Context: an optimization exercise on an open-source flow, tuned for a short achievable clock period and few clock cycles. The choices shown serve that exercise and are no tape-out recipe.
The RTL was checked by simulation tests, not by an equivalence proof against the original design.
Power figures rest on the tool's default switching activity, not on a simulated workload.

$ cat flow/design.v
`default_nettype none
package rv_cfg_pkg;
  localparam int XLEN   = 64;
  localparam int ILEN   = 32;
  localparam int REG_AW = 5;
  localparam logic [XLEN-1:0] RESET_PC = 64'h0000_0000_8000_0000;
  localparam logic [XLEN-1:0] PC_STEP  = 64'd4;
  localparam logic [ILEN-1:0] NOP_INST = 32'h0000_0013;
endpackage
`default_nettype wire
`default_nettype none
package rv_isa_pkg;
  typedef enum logic [6:0] {
    OPC_OP     = 7'b0110011,
    OPC_OP_IMM = 7'b0010011,
    OPC_LUI    = 7'b0110111,
    OPC_LOAD   = 7'b0000011,
    OPC_STORE  = 7'b0100011,
    OPC_BRANCH = 7'b1100011,
    OPC_JAL    = 7'b1101111
  } opcode_e;
  typedef enum logic [1:0] {
    WB_ALU  = 2'd0,
    WB_MEM  = 2'd1,
    WB_LINK = 2'd2
  } wb_src_e;
  typedef enum logic [1:0] {
    ALU_ADD    = 2'd0,
    ALU_SUB    = 2'd1,
    ALU_PASS_B = 2'd2,
    ALU_EQ     = 2'd3
  } alu_op_e;
  localparam int RD_LSB     = 7;
  localparam int RS1_LSB    = 15;
  localparam int RS2_LSB    = 20;
  localparam int FUNCT7_LSB = 25;
  localparam logic [6:0] FUNCT7_SUB = 7'b0100000;
endpackage
`default_nettype wire
`timescale 1ns/1ps
`default_nettype none
module fetch_unit (
  input  wire                         clk_i,
  input  wire                         reset_i,
  input  wire                         flow_i,
  input  wire                         stall_i,
  input  wire                         redirect_i,
  input  wire  [rv_cfg_pkg::XLEN-1:0] redirect_pc_i,
  output logic                        if_valid_o,
  input  wire                         if_ready_i,
  output logic [rv_cfg_pkg::XLEN-1:0] if_addr_o,
  input  wire  [rv_cfg_pkg::ILEN-1:0] if_data_i,
  output logic [rv_cfg_pkg::ILEN-1:0] id_inst_o,
  output logic [rv_cfg_pkg::XLEN-1:0] id_pc_o
);
  logic [rv_cfg_pkg::XLEN-1:0] pc_q;
  assign if_addr_o = pc_q;
  always_ff @(posedge clk_i) begin
    if (reset_i) begin
      if_valid_o <= 1'b0;
      pc_q       <= rv_cfg_pkg::RESET_PC;
      id_inst_o  <= rv_cfg_pkg::NOP_INST;
    end else begin
      if_valid_o <= 1'b1;
      if (flow_i) begin
        if (redirect_i) begin
          pc_q      <= redirect_pc_i;
          id_inst_o <= rv_cfg_pkg::NOP_INST;
        end else if (!stall_i) begin
          if (if_valid_o) begin
            pc_q <= pc_q + rv_cfg_pkg::PC_STEP;
          end
          id_inst_o <= if_valid_o ? if_data_i : rv_cfg_pkg::NOP_INST;
        end
      end
    end
  end
  always_ff @(posedge clk_i) begin
    if (flow_i && !stall_i) begin
      id_pc_o <= pc_q;
    end
  end
endmodule
`default_nettype wire
`timescale 1ns/1ps
`default_nettype none
module decode_unit (
  input  wire                           clk_i,
  input  wire                           reset_i,
  input  wire                           flow_i,
  input  wire                           flush_i,
  input  wire  [rv_cfg_pkg::ILEN-1:0]   id_inst_i,
  input  wire  [rv_cfg_pkg::XLEN-1:0]   id_pc_i,
  input  wire                           wb_we_i,
  input  wire  [rv_cfg_pkg::REG_AW-1:0] wb_rd_i,
  input  wire  [rv_cfg_pkg::XLEN-1:0]   wb_data_i,
  output logic                          stall_o,
  output rv_isa_pkg::alu_op_e           ex_op_o,
  output rv_isa_pkg::wb_src_e           ex_wb_src_o,
  output logic                          ex_we_o,
  output logic                          ex_mem_rd_o,
  output logic                          ex_mem_wr_o,
  output logic                          ex_branch_o,
  output logic                          ex_jump_o,
  output logic [rv_cfg_pkg::REG_AW-1:0] ex_rs1_o,
  output logic [rv_cfg_pkg::REG_AW-1:0] ex_rs2_o,
  output logic [rv_cfg_pkg::REG_AW-1:0] ex_rd_o,
  output logic [rv_cfg_pkg::XLEN-1:0]   ex_a_o,
  output logic [rv_cfg_pkg::XLEN-1:0]   ex_b_o,
  output logic [rv_cfg_pkg::XLEN-1:0]   ex_imm_o,
  output logic                          ex_use_imm_o,
  output logic [rv_cfg_pkg::XLEN-1:0]   ex_pc_o,
  output logic [rv_cfg_pkg::ILEN-1:0]   ex_inst_o
);
  logic [rv_cfg_pkg::XLEN-1:0]   rf_q [2**rv_cfg_pkg::REG_AW];
  logic [rv_cfg_pkg::ILEN-1:0]   inst;
  logic [rv_cfg_pkg::REG_AW-1:0] id_rs1, id_rs2, rs1, rs2, rd;
  logic [rv_cfg_pkg::XLEN-1:0]   rd_a, rd_b;
  logic [rv_cfg_pkg::XLEN-1:0]   imm_i, imm_s, imm_b, imm_u, imm_j;
  rv_isa_pkg::alu_op_e           d_op;
  rv_isa_pkg::wb_src_e           d_wb_src;
  logic                          d_we, d_mem_rd, d_mem_wr, d_branch, d_jump, d_use_imm;
  logic [rv_cfg_pkg::XLEN-1:0]   d_imm;
  assign id_rs1  = id_inst_i[rv_isa_pkg::RS1_LSB +: rv_cfg_pkg::REG_AW];
  assign id_rs2  = id_inst_i[rv_isa_pkg::RS2_LSB +: rv_cfg_pkg::REG_AW];
  assign stall_o = ex_mem_rd_o && ex_rd_o != '0 && (ex_rd_o == id_rs1 || ex_rd_o == id_rs2);
  assign inst = (flush_i || stall_o) ? rv_cfg_pkg::NOP_INST : id_inst_i;
  assign rs1  = inst[rv_isa_pkg::RS1_LSB +: rv_cfg_pkg::REG_AW];
  assign rs2  = inst[rv_isa_pkg::RS2_LSB +: rv_cfg_pkg::REG_AW];
  assign rd   = inst[rv_isa_pkg::RD_LSB +: rv_cfg_pkg::REG_AW];
  assign imm_i = {{(rv_cfg_pkg::XLEN-12){inst[31]}}, inst[31:20]};
  assign imm_s = {{(rv_cfg_pkg::XLEN-12){inst[31]}}, inst[31:25], inst[11:7]};
  assign imm_b = {{(rv_cfg_pkg::XLEN-13){inst[31]}}, inst[31], inst[7], inst[30:25],
                  inst[11:8], 1'b0};
  assign imm_u = {{(rv_cfg_pkg::XLEN-32){inst[31]}}, inst[31:12], 12'b0};
  assign imm_j = {{(rv_cfg_pkg::XLEN-21){inst[31]}}, inst[31], inst[19:12], inst[20],
                  inst[30:21], 1'b0};
  always_comb begin
    d_op      = rv_isa_pkg::ALU_ADD;
    d_wb_src  = rv_isa_pkg::WB_ALU;
    d_we      = 1'b0;
    d_mem_rd  = 1'b0;
    d_mem_wr  = 1'b0;
    d_branch  = 1'b0;
    d_jump    = 1'b0;
    d_use_imm = 1'b1;
    d_imm     = imm_i;
    case (inst[6:0])
      rv_isa_pkg::OPC_OP: begin
        d_we      = 1'b1;
        d_use_imm = 1'b0;
        if (inst[rv_isa_pkg::FUNCT7_LSB +: 7] == rv_isa_pkg::FUNCT7_SUB) begin
          d_op = rv_isa_pkg::ALU_SUB;
        end
      end
      rv_isa_pkg::OPC_OP_IMM: d_we = 1'b1;
      rv_isa_pkg::OPC_LUI: begin
        d_we  = 1'b1;
        d_op  = rv_isa_pkg::ALU_PASS_B;
        d_imm = imm_u;
      end
      rv_isa_pkg::OPC_LOAD: begin
        d_we     = 1'b1;
        d_mem_rd = 1'b1;
        d_wb_src = rv_isa_pkg::WB_MEM;
      end
      rv_isa_pkg::OPC_STORE: begin
        d_mem_wr = 1'b1;
        d_imm    = imm_s;
      end
      rv_isa_pkg::OPC_BRANCH: begin
        d_op      = rv_isa_pkg::ALU_EQ;
        d_branch  = 1'b1;
        d_use_imm = 1'b0;
        d_imm     = imm_b;
      end
      rv_isa_pkg::OPC_JAL: begin
        d_we     = 1'b1;
        d_jump   = 1'b1;
        d_wb_src = rv_isa_pkg::WB_LINK;
        d_imm    = imm_j;
      end
      default: d_use_imm = 1'b0;
    endcase
  end
  always_ff @(posedge clk_i) begin
    if (reset_i) begin
      rf_q[0] <= '0;
    end else if (wb_we_i && wb_rd_i != '0) begin
      rf_q[wb_rd_i] <= wb_data_i;
    end
  end
  assign rd_a = (wb_we_i && wb_rd_i != '0 && wb_rd_i == rs1) ? wb_data_i : rf_q[rs1];
  assign rd_b = (wb_we_i && wb_rd_i != '0 && wb_rd_i == rs2) ? wb_data_i : rf_q[rs2];
  always_ff @(posedge clk_i) begin
    if (reset_i) begin
      ex_op_o     <= rv_isa_pkg::ALU_ADD;
      ex_wb_src_o <= rv_isa_pkg::WB_ALU;
      ex_we_o     <= 1'b0;
      ex_mem_rd_o <= 1'b0;
      ex_mem_wr_o <= 1'b0;
      ex_branch_o <= 1'b0;
      ex_jump_o   <= 1'b0;
      ex_inst_o   <= rv_cfg_pkg::NOP_INST;
    end else if (flow_i) begin
      ex_op_o     <= d_op;
      ex_wb_src_o <= d_wb_src;
      ex_we_o     <= d_we;
      ex_mem_rd_o <= d_mem_rd;
      ex_mem_wr_o <= d_mem_wr;
      ex_branch_o <= d_branch;
      ex_jump_o   <= d_jump;
      ex_inst_o   <= inst;
    end
  end
  always_ff @(posedge clk_i) begin
    if (flow_i) begin
      ex_rs1_o     <= rs1;
      ex_rs2_o     <= rs2;
      ex_rd_o      <= rd;
      ex_a_o       <= rd_a;
      ex_b_o       <= rd_b;
      ex_imm_o     <= d_imm;
      ex_use_imm_o <= d_use_imm;
      ex_pc_o      <= id_pc_i;
    end
  end
endmodule
`default_nettype wire
`timescale 1ns/1ps
`default_nettype none
module execute_unit (
  input  wire                           clk_i,
  input  wire                           reset_i,
  input  wire                           flow_i,
  input  rv_isa_pkg::alu_op_e     ex_op_i,
  input  rv_isa_pkg::wb_src_e     ex_wb_src_i,
  input  wire                           ex_we_i,
  input  wire                           ex_mem_rd_i,
  input  wire                           ex_mem_wr_i,
  input  wire                           ex_branch_i,
  input  wire                           ex_jump_i,
  input  wire  [rv_cfg_pkg::REG_AW-1:0] ex_rs1_i,
  input  wire  [rv_cfg_pkg::REG_AW-1:0] ex_rs2_i,
  input  wire  [rv_cfg_pkg::REG_AW-1:0] ex_rd_i,
  input  wire  [rv_cfg_pkg::XLEN-1:0]   ex_a_i,
  input  wire  [rv_cfg_pkg::XLEN-1:0]   ex_b_i,
  input  wire  [rv_cfg_pkg::XLEN-1:0]   ex_imm_i,
  input  wire                           ex_use_imm_i,
  input  wire  [rv_cfg_pkg::XLEN-1:0]   ex_pc_i,
  input  wire  [rv_cfg_pkg::ILEN-1:0]   ex_inst_i,
  input  wire                           mem_fwd_we_i,
  input  wire  [rv_cfg_pkg::REG_AW-1:0] mem_fwd_rd_i,
  input  wire  [rv_cfg_pkg::XLEN-1:0]   mem_fwd_data_i,
  input  wire                           wb_we_i,
  input  wire  [rv_cfg_pkg::REG_AW-1:0] wb_rd_i,
  input  wire  [rv_cfg_pkg::XLEN-1:0]   wb_data_i,
  output logic                          redirect_o,
  output logic [rv_cfg_pkg::XLEN-1:0]   redirect_pc_o,
  output logic                          mm_we_o,
  output logic [rv_cfg_pkg::REG_AW-1:0] mm_rd_o,
  output rv_isa_pkg::wb_src_e           mm_wb_src_o,
  output logic                          mm_mem_rd_o,
  output logic                          mm_mem_wr_o,
  output logic [rv_cfg_pkg::XLEN-1:0]   mm_result_o,
  output logic [rv_cfg_pkg::XLEN-1:0]   mm_addr_o,
  output logic [rv_cfg_pkg::XLEN-1:0]   mm_wdata_o,
  output logic [rv_cfg_pkg::XLEN-1:0]   mm_pc_o,
  output logic [rv_cfg_pkg::ILEN-1:0]   mm_inst_o
);
  logic [rv_cfg_pkg::XLEN-1:0] op_a, fwd_b, op_b, alu_res;
  function automatic logic [rv_cfg_pkg::XLEN-1:0] fwd_sel(
    input logic [rv_cfg_pkg::REG_AW-1:0] rs,
    input logic [rv_cfg_pkg::XLEN-1:0]   rf_val
  );
    logic [rv_cfg_pkg::XLEN-1:0] val;
    val = rf_val;
    if (rs != '0 && wb_we_i && wb_rd_i == rs) begin
      val = wb_data_i;
    end
    if (rs != '0 && mem_fwd_we_i && mem_fwd_rd_i == rs) begin
      val = mem_fwd_data_i;
    end
    fwd_sel = val;
  endfunction
  always_comb begin
    op_a  = fwd_sel(ex_rs1_i, ex_a_i);
    fwd_b = fwd_sel(ex_rs2_i, ex_b_i);
    op_b  = ex_use_imm_i ? ex_imm_i : fwd_b;
    case (ex_op_i)
      rv_isa_pkg::ALU_SUB:    alu_res = op_a - op_b;
      rv_isa_pkg::ALU_PASS_B: alu_res = op_b;
      rv_isa_pkg::ALU_EQ:     alu_res = {{(rv_cfg_pkg::XLEN-1){1'b0}}, op_a == op_b};
      default:                alu_res = op_a + op_b;
    endcase
  end
  assign redirect_o    = ex_jump_i || (ex_branch_i && alu_res[0]);
  assign redirect_pc_o = ex_pc_i + ex_imm_i;
  always_ff @(posedge clk_i) begin
    if (reset_i) begin
      mm_we_o     <= 1'b0;
      mm_wb_src_o <= rv_isa_pkg::WB_ALU;
      mm_mem_rd_o <= 1'b0;
      mm_mem_wr_o <= 1'b0;
      mm_inst_o   <= rv_cfg_pkg::NOP_INST;
    end else if (flow_i) begin
      mm_we_o     <= ex_we_i;
      mm_wb_src_o <= ex_wb_src_i;
      mm_mem_rd_o <= ex_mem_rd_i;
      mm_mem_wr_o <= ex_mem_wr_i;
      mm_inst_o   <= ex_inst_i;
    end
  end
  always_ff @(posedge clk_i) begin
    if (flow_i) begin
      mm_rd_o     <= ex_rd_i;
      mm_result_o <= alu_res;
      mm_addr_o   <= op_a + ex_imm_i;
      mm_wdata_o  <= fwd_b;
      mm_pc_o     <= ex_pc_i;
    end
  end
endmodule
`default_nettype wire
`timescale 1ns/1ps
`default_nettype none
module mem_wb_unit (
  input  wire                           clk_i,
  input  wire                           reset_i,
  input  wire                           flow_i,
  input  wire                           mm_we_i,
  input  wire  [rv_cfg_pkg::REG_AW-1:0] mm_rd_i,
  input  rv_isa_pkg::wb_src_e     mm_wb_src_i,
  input  wire                           mm_mem_rd_i,
  input  wire                           mm_mem_wr_i,
  input  wire  [rv_cfg_pkg::XLEN-1:0]   mm_result_i,
  input  wire  [rv_cfg_pkg::XLEN-1:0]   mm_addr_i,
  input  wire  [rv_cfg_pkg::XLEN-1:0]   mm_wdata_i,
  input  wire  [rv_cfg_pkg::XLEN-1:0]   mm_pc_i,
  input  wire  [rv_cfg_pkg::ILEN-1:0]   mm_inst_i,
  output logic                          mem_valid_o,
  input  wire                           mem_ready_i,
  output logic [rv_cfg_pkg::XLEN-1:0]   mem_addr_o,
  output logic [rv_cfg_pkg::XLEN-1:0]   mem_wdata_o,
  input  wire  [rv_cfg_pkg::XLEN-1:0]   mem_rdata_i,
  output logic                          mem_wen_o,
  output logic                          mem_busy_o,
  output logic                          fwd_we_o,
  output logic [rv_cfg_pkg::REG_AW-1:0] fwd_rd_o,
  output logic [rv_cfg_pkg::XLEN-1:0]   fwd_data_o,
  output logic                          wb_we_o,
  output logic [rv_cfg_pkg::REG_AW-1:0] wb_rd_o,
  output logic [rv_cfg_pkg::XLEN-1:0]   wb_data_o,
  output logic [rv_cfg_pkg::XLEN-1:0]   pc_vis_o,
  output logic [rv_cfg_pkg::ILEN-1:0]   instruction_vis_o,
  output logic                          exec_once_o
);
  logic                        done_q;
  logic [rv_cfg_pkg::XLEN-1:0] rdata_q, load_data, sel_data;
  logic [rv_cfg_pkg::XLEN-1:0] wb_pc_q;
  logic [rv_cfg_pkg::ILEN-1:0] wb_inst_q;
  assign mem_valid_o = (mm_mem_rd_i || mm_mem_wr_i) && !done_q;
  assign mem_wen_o   = mm_mem_wr_i && mem_valid_o;
  assign mem_addr_o  = mm_addr_i;
  assign mem_wdata_o = mm_wdata_i;
  assign mem_busy_o  = mem_valid_o && !mem_ready_i;
  always_ff @(posedge clk_i) begin
    if (reset_i) begin
      done_q <= 1'b0;
    end else if (flow_i) begin
      done_q <= 1'b0;
    end else if (mem_valid_o && mem_ready_i) begin
      done_q <= 1'b1;
    end
  end
  always_ff @(posedge clk_i) begin
    if (mem_valid_o && mem_ready_i) begin
      rdata_q <= mem_rdata_i;
    end
  end
  assign load_data = done_q ? rdata_q : mem_rdata_i;
  always_comb begin
    case (mm_wb_src_i)
      rv_isa_pkg::WB_MEM:  sel_data = load_data;
      rv_isa_pkg::WB_LINK: sel_data = mm_pc_i + rv_cfg_pkg::PC_STEP;
      default:             sel_data = mm_result_i;
    endcase
  end
  assign fwd_we_o   = mm_we_i && !mm_mem_rd_i;
  assign fwd_rd_o   = mm_rd_i;
  assign fwd_data_o = sel_data;
  always_ff @(posedge clk_i) begin
    if (reset_i) begin
      wb_we_o     <= 1'b0;
      wb_inst_q   <= rv_cfg_pkg::NOP_INST;
      exec_once_o <= 1'b0;
    end else begin
      exec_once_o <= flow_i && wb_inst_q != rv_cfg_pkg::NOP_INST;
      if (flow_i) begin
        wb_we_o   <= mm_we_i;
        wb_inst_q <= mm_inst_i;
      end
    end
  end
  always_ff @(posedge clk_i) begin
    if (flow_i) begin
      wb_rd_o           <= mm_rd_i;
      wb_data_o         <= sel_data;
      wb_pc_q           <= mm_pc_i;
      pc_vis_o          <= wb_pc_q;
      instruction_vis_o <= wb_inst_q;
    end
  end
endmodule
`default_nettype wire
`timescale 1ns/1ps
`default_nettype none
module rv_pipe_top (
  input  wire                         clk_i,
  input  wire                         reset_i,
  output logic                        if_valid_o,
  input  wire                         if_ready_i,
  output logic [rv_cfg_pkg::XLEN-1:0] if_addr_o,
  input  wire  [rv_cfg_pkg::ILEN-1:0] if_data_i,
  output logic                        mem_valid_o,
  input  wire                         mem_ready_i,
  output logic [rv_cfg_pkg::XLEN-1:0] mem_addr_o,
  output logic [rv_cfg_pkg::XLEN-1:0] mem_wdata_o,
  input  wire  [rv_cfg_pkg::XLEN-1:0] mem_rdata_i,
  output logic                        mem_wen_o,
  output logic [rv_cfg_pkg::XLEN-1:0] pc_vis_o,
  output logic [rv_cfg_pkg::ILEN-1:0] instruction_vis_o,
  output logic                        exec_once_o
);
  logic                          flow, stall, redirect, mem_busy;
  logic [rv_cfg_pkg::XLEN-1:0]   redirect_pc, id_pc;
  logic [rv_cfg_pkg::ILEN-1:0]   id_inst;
  rv_isa_pkg::alu_op_e           ex_op;
  rv_isa_pkg::wb_src_e           ex_wb_src;
  logic                          ex_we, ex_mem_rd, ex_mem_wr, ex_branch, ex_jump, ex_use_imm;
  logic [rv_cfg_pkg::REG_AW-1:0] ex_rs1, ex_rs2, ex_rd;
  logic [rv_cfg_pkg::XLEN-1:0]   ex_a, ex_b, ex_imm, ex_pc;
  logic [rv_cfg_pkg::ILEN-1:0]   ex_inst;
  rv_isa_pkg::wb_src_e           mm_wb_src;
  logic                          mm_we, mm_mem_rd, mm_mem_wr;
  logic [rv_cfg_pkg::REG_AW-1:0] mm_rd;
  logic [rv_cfg_pkg::XLEN-1:0]   mm_result, mm_addr, mm_wdata, mm_pc;
  logic [rv_cfg_pkg::ILEN-1:0]   mm_inst;
  logic                          fwd_we, wb_we;
  logic [rv_cfg_pkg::REG_AW-1:0] fwd_rd, wb_rd;
  logic [rv_cfg_pkg::XLEN-1:0]   fwd_data, wb_data;
  assign flow = (!if_valid_o || if_ready_i) && !mem_busy;
  fetch_unit u_fetch (
    .clk_i(clk_i), .reset_i(reset_i), .flow_i(flow), .stall_i(stall),
    .redirect_i(redirect), .redirect_pc_i(redirect_pc),
    .if_valid_o(if_valid_o), .if_ready_i(if_ready_i),
    .if_addr_o(if_addr_o), .if_data_i(if_data_i),
    .id_inst_o(id_inst), .id_pc_o(id_pc)
  );
  decode_unit u_decode (
    .clk_i(clk_i), .reset_i(reset_i), .flow_i(flow), .flush_i(redirect),
    .id_inst_i(id_inst), .id_pc_i(id_pc),
    .wb_we_i(wb_we), .wb_rd_i(wb_rd), .wb_data_i(wb_data), .stall_o(stall),
    .ex_op_o(ex_op), .ex_wb_src_o(ex_wb_src), .ex_we_o(ex_we),
    .ex_mem_rd_o(ex_mem_rd), .ex_mem_wr_o(ex_mem_wr),
    .ex_branch_o(ex_branch), .ex_jump_o(ex_jump),
    .ex_rs1_o(ex_rs1), .ex_rs2_o(ex_rs2), .ex_rd_o(ex_rd),
    .ex_a_o(ex_a), .ex_b_o(ex_b), .ex_imm_o(ex_imm), .ex_use_imm_o(ex_use_imm),
    .ex_pc_o(ex_pc), .ex_inst_o(ex_inst)
  );
  execute_unit u_execute (
    .clk_i(clk_i), .reset_i(reset_i), .flow_i(flow),
    .ex_op_i(ex_op), .ex_wb_src_i(ex_wb_src), .ex_we_i(ex_we),
    .ex_mem_rd_i(ex_mem_rd), .ex_mem_wr_i(ex_mem_wr),
    .ex_branch_i(ex_branch), .ex_jump_i(ex_jump),
    .ex_rs1_i(ex_rs1), .ex_rs2_i(ex_rs2), .ex_rd_i(ex_rd),
    .ex_a_i(ex_a), .ex_b_i(ex_b), .ex_imm_i(ex_imm), .ex_use_imm_i(ex_use_imm),
    .ex_pc_i(ex_pc), .ex_inst_i(ex_inst),
    .mem_fwd_we_i(fwd_we), .mem_fwd_rd_i(fwd_rd), .mem_fwd_data_i(fwd_data),
    .wb_we_i(wb_we), .wb_rd_i(wb_rd), .wb_data_i(wb_data),
    .redirect_o(redirect), .redirect_pc_o(redirect_pc),
    .mm_we_o(mm_we), .mm_rd_o(mm_rd), .mm_wb_src_o(mm_wb_src),
    .mm_mem_rd_o(mm_mem_rd), .mm_mem_wr_o(mm_mem_wr),
    .mm_result_o(mm_result), .mm_addr_o(mm_addr), .mm_wdata_o(mm_wdata),
    .mm_pc_o(mm_pc), .mm_inst_o(mm_inst)
  );
  mem_wb_unit u_mem_wb (
    .clk_i(clk_i), .reset_i(reset_i), .flow_i(flow),
    .mm_we_i(mm_we), .mm_rd_i(mm_rd), .mm_wb_src_i(mm_wb_src),
    .mm_mem_rd_i(mm_mem_rd), .mm_mem_wr_i(mm_mem_wr),
    .mm_result_i(mm_result), .mm_addr_i(mm_addr), .mm_wdata_i(mm_wdata),
    .mm_pc_i(mm_pc), .mm_inst_i(mm_inst),
    .mem_valid_o(mem_valid_o), .mem_ready_i(mem_ready_i),
    .mem_addr_o(mem_addr_o), .mem_wdata_o(mem_wdata_o),
    .mem_rdata_i(mem_rdata_i), .mem_wen_o(mem_wen_o), .mem_busy_o(mem_busy),
    .fwd_we_o(fwd_we), .fwd_rd_o(fwd_rd), .fwd_data_o(fwd_data),
    .wb_we_o(wb_we), .wb_rd_o(wb_rd), .wb_data_o(wb_data),
    .pc_vis_o(pc_vis_o), .instruction_vis_o(instruction_vis_o),
    .exec_once_o(exec_once_o)
  );
endmodule
`default_nettype wire
$ cat flow/run.sh
#!/bin/bash
# synth_recipe.tcl (not shown) runs the flow's synth.tcl, then flattens the netlist and writes it again
# the make line also repeats each setting of config.mk as NAME=value (left out here)
make -C /OpenROAD-flow-scripts/flow DESIGN_CONFIG=/design/flow/config.mk WORK_HOME=/design/flow/orfs CLKGATE_MAP_FILE= SYNTH_SCRIPT=/design/flow/synth_recipe.tcl finish
$ cat flow/config.mk
export PLATFORM = sky130hd
export DESIGN_NAME = rv_pipe_top
export DESIGN_NICKNAME = rv_pipe_top
export VERILOG_FILES = /design/flow/design.v
export SDC_FILE = /design/flow/constraint.sdc
export NUM_CORES = 4
export LEC_CHECK = 0
export CAP_MARGIN = 20
export CORE_MARGIN = 2
export CORE_UTILIZATION = 30
export SLEW_MARGIN = 20
$ cat flow/constraint.sdc
create_clock -name core_clock -period 11.0 [get_ports {clk_i}]
set_input_delay 2.2000 -clock core_clock [delete_from_list [all_inputs] [get_ports {clk_i}]]
set_output_delay 2.2000 -clock core_clock [all_outputs]
set_load 0.01 [all_outputs]
==> summary.txt <==
Hold path
  – Worst hold stages: 0
  – Hold Crit Class: reg -> reg
  – Hold path startpoint: u_fetch.id_pc_o[16]
  – WHS Endpoint: u_decode.ex_pc_o[16]

Global route
  – Global-route wire length before repair: 927000 µm
  – Largest net degree at the start of global routing: 171
  – Vias in the first global route: 120k
  – GRT Total Usage: 23.8%
  – GRT Residual Overflow: 0
  – Initial antenna violation count: 50

Final layout
  – Most frequent cells in the layout: 2906 x edfxtp_1, 1440 x nand2_1, 1224 x a21oi_1
  – Number of flip-flops under the largest register name: 2048
  – Non-Filler Instances: 21.1k
  – Area Growth Syn to Fin: 15.7%
  – Commonest non-fill, non-tap cell in the layout: edfxtp_1
  – Biggest register: u_decode.rf_q
  – Nets: 14.2k
  – Share of layout cells above drive strength 1: 12.2%

Timing
  – TNS Setup: 0 ns
  – RSZ-0062 raised after global routing: false
  – Final Cycle Share: 94.5%
  – Final Hold Fails: 0
  – Fmax: 96.2 MHz
  – Fin. max-slew vios: 0
  – Crit path time final: about 10 ns
  – Worst Tran Pin Value: 1.34 ns
  – Final setup viols: 0
  – Slew HR: 7.92%
  – Final worst slack: 0.602 ns
  – Final Skew: 0.0585 ns

CTS
  – CTS HTree Levels: 5
  – Clock Pin Slew Worst Setup and Hold Paths: roughly 0.06 ns
  – CTS tree: yes
  – Post-cts sizing count: 0
  – CTS Root Cell: clkbuf_16
  – CTS buffer count: around 340
  – Setup bufs post-CTS: 0
  – CTS Sinks: approximately 3.1k
  – CTS Hold Bufs: 0
  – Max clock buf depth: 4
  – Worst skew pair latency: 0.98 ns

Setup path
  – Reg2reg setup slack: 0.60 ns
  – Critical path's top delay family: simple AND/OR/NAND/NOR gates
  – Reg2reg end: u_decode.ex_a_o[37]
  – CP bufs+invs: 4
  – Slowest stage cell, crit path: o21ai_0
  – Crit path top cell by count: buf_12
  – Critical path required time: between 10 and 15 ns
  – CP peak stage delay: approximately 0.84 ns
  – CP Capture Type: flip-flop
  – Crit start category: flip-flop
  – Worst r2r src: u_execute.mm_pc_o[3]
  – CP Depth: 28
  – CP arrival: 11.11 ns
  – Critical-path maximum fanout: 117
  – Worst r2r path cells: 28
  – Worst setup path class: reg -> reg

Logic synthesis
  – Seq cells post-synth: between 3k and 4k
  – Syn_area_per_cell: about 12 µm²
  – Post-synthesis mux area share: 9.75%
  – Sequential share of the synthesized area: a little under three fifths
  – Ys Warns: 4
  – Primary FF master, synth: edfxtp_1
  – Syn Nets: 14.1k
  – XOR/XNOR Fraction of Synth Area: under 10%
  – Post-synthesis adder-cell area fraction: roughly 2.1%
  – Post-synth ARST share: 0%
  – Post-Synth Simple-Gate Area: 9.99%
  – Post-synthesis compound-gate area fraction: 15.8%
  – Main combinational cell family by area after synthesis: compound AO/OA/AOI/OAI gates
  – Number of synthesized flops with an enable pin: approximately 2.9k
  – Netlist cell types: 88
  – Mapped Cells: 13.7k
  – Post-synthesis cell area: between 0.15 and 0.2 mm²

Routing
  – Total Routed Length: 672000 µm
  – First DRT Iteration DRCs: 19.4k
  – Drt wl/cell: 31.8 µm
  – DRC: 0
  – Total vias in the final route: 128k
  – Vias per cell: 6.04
  – Final ANT Viol Nets: 0
  – DRT Pass-1 Iters: 8

Floorplan
  – Die H: 732 µm
  – Initial Util: 30.1%
  – Boundary Pins: 392
  – Row cnt: approximately 270
  – Chip Width: ~730 µm
  – Die Area: 0.535 mm²
  – Core box area: 0.528 mm²

Placed design
  – Post-place setup slack: 0.691 ns
  – Port Buffers: ~400
  – Gpl congestion: 0.960
  – Post-DP HPWL: 430000 µm
  – Post-placement cell count: 20.5k

Run status
  – Status: finished clean

Power and ir drop
  – Sequential group share of total power: 45.8%
  – Pwr dens: around 170 mW/mm²
  – Switching Fraction: 30.0%
  – Clock power frac: approximately 36%
  – Comb pwr share: 17.9%
  – Leak: ~61 nW
  – Maximum VDD drop: 0.000126 V
  – Net Sw Power: 9.43 mW
  – Int Pwr: roughly 22 mW

Run
  – Max-Cap Viols: 0
-- through the flow --
| stage | hold slack [ns] | utilization (%) | total power, mW | instance area [µm²] |
|---|---|---|---|---|
| 2_1_floorplan | 0.400 | - | 17.3 | 159000 |
| 3_3_place_gp | 0.400 | 32.7 | 20.0 | 173000 |
| 3_5_place_dp | 0.405 | 32.7 | 20.0 | 173000 |
| 4_1_cts | 0.406 | 34.8 | 31.2 | 184000 |
| 5_1_grt | 0.420 | 34.8 | 32.2 | 184000 |
| 6_report | 0.408 | 34.8 | 31.4 | 184000 |
-- Yosys cell counts, types with 66 or more instances --
cell type | count | area [µm²]
buf_2 | 79 | 395
nand4_1 | 134 | 838
xnor2_1 | 200 | 1750
nor3_1 | 113 | 566
clkbuf_1 | 876 | 3290
mux2_2 | 526 | 5920
inv_1 | 267 | 1000
nor4_1 | 98 | 613
o311ai_0 | 66 | 578
xor2_1 | 82 | 718
o22ai_1 | 182 | 1140
o21a_1 | 68 | 510
mux2i_1 | 926 | 9270
a21o_1 | 124 | 931
and2_1 | 97 | 607
a221o_1 | 68 | 681
o221ai_1 | 133 | 1160
ha_1 | 256 | 3200
nor2b_1 | 222 | 1390
a221oi_1 | 113 | 990
a211oi_1 | 285 | 2140
a211o_1 | 66 | 578
edfxtp_1 | 2906 | 87300
nand2_1 | 1445 | 5420
buf_1 | 108 | 405
nor3b_1 | 120 | 901
a31oi_1 | 404 | 2530
dfxtp_1 | 208 | 4160
o31ai_1 | 153 | 1150
a311o_1 | 122 | 1220
o21ai_0 | 466 | 2330
nor2_1 | 597 | 2240
a21oi_1 | 1227 | 6140
a2111oi_0 | 66 | 578
nand3_1 | 372 | 1860
-- routing by layer --
metal	vias to the layer above	part of all wire [%]	GRT usage [%]
met5	-	0.033	0
met4	32	6.4	12.6
met3	1842	13	7.45
met2	9030	43	35.7
met1	63688	38	30.5
li1	53130	-	-
-- layout make-up --
| cell class | count | area (µm²) |
|---|---|---|
| inverters | 278 | 1080 |
| fillers | 51475 | 344000 |
| multi-input cells | 9230 | 62900 |
| diodes | 22 | 55.1 |
| repair buffers | 896 | 8750 |
| flip-flops and latches | 3114 | 91500 |
| clock buffers | 411 | 8930 |
| well taps | 6994 | 8750 |
| clock inverters | 202 | 1880 |
-- power by group through the flow --
| stage | Sequential [mW] | Clock (mW) | Combinational (mW) |
|---|---|---|---|
| global placement | 14.6 | 0 | 5.42 |
| global route | 14.4 | 11.9 | 5.88 |
| CTS | 14.3 | 11.5 | 5.43 |
| detailed placement | 14.6 | 0 | 5.40 |
| floorplan | 14.2 | 0 | 3.08 |
| finish | 14.4 | 11.4 | 5.61 |
-- cell families (layout without fill, tap and decap cells) --
family                     after synthesis  after routing
other                                    0             22
and+or+nand+nor                       3397           3397
adders and majority gates              260            260
xor gates and xnor gates               282            282
AOI/OAI and AO/OA                     3825           3825
DFF                                   3114           3114
buffers and inverters                 1360           1787
muxes                                 1466           1466
-- worst max path at each step --
stage / startpoint / endpoint / slack [ns]
6_report: u_execute.mm_pc_o[3] / u_decode.ex_a_o[37] / 0.60
5_1_grt: u_execute.mm_pc_o[4] / u_decode.ex_a_o[37] / 0.57
3_3_place_gp: mem_rdata_i[19] / u_decode.ex_a_o[37] / 0.76
2_1_floorplan: mem_ready_i / u_decode.ex_a_o[0] / 2.73
3_5_place_dp: mem_rdata_i[19] / u_decode.ex_a_o[37] / 0.69
4_1_cts: u_execute.mm_pc_o[2] / u_decode.ex_a_o[37] / 1.12
Testbench counts, summed over its fixed seeds: cycles 174,622.

separate check: timing with driven ports:
How much do the figures lean on ideal ports? The routed layout below was timed once more, with nothing changed but the port constraints.
Step 1 sets driving cells, clkbuf_16 on the clock port and buf_2 on the other inputs (assumed; they add their load-dependent delay and slew).
Step 2 adds t to the input delays and takes it off the output delays; t is the mean of the earliest and latest rising clock arrival at the registers after step 1. Input paths then give back, and output paths get back, about the clock's delay inside the block.
Slacks: ideal / step 1 / step 2; pairs: ideal / step 1.
t, ns: 1.069
slack for setup (ns): 0.602 / 0.602 / 0.283
hold WS [ns]: 0.408 / 0.408 / 0.408
worst setup path at the end: input to register
pins driven straight from the clock port: 1
After both steps setup and hold are still met in this run. For this run, drivers alone change the setup slack by 0.000 ns; drivers and shift together by -0.319 ns.
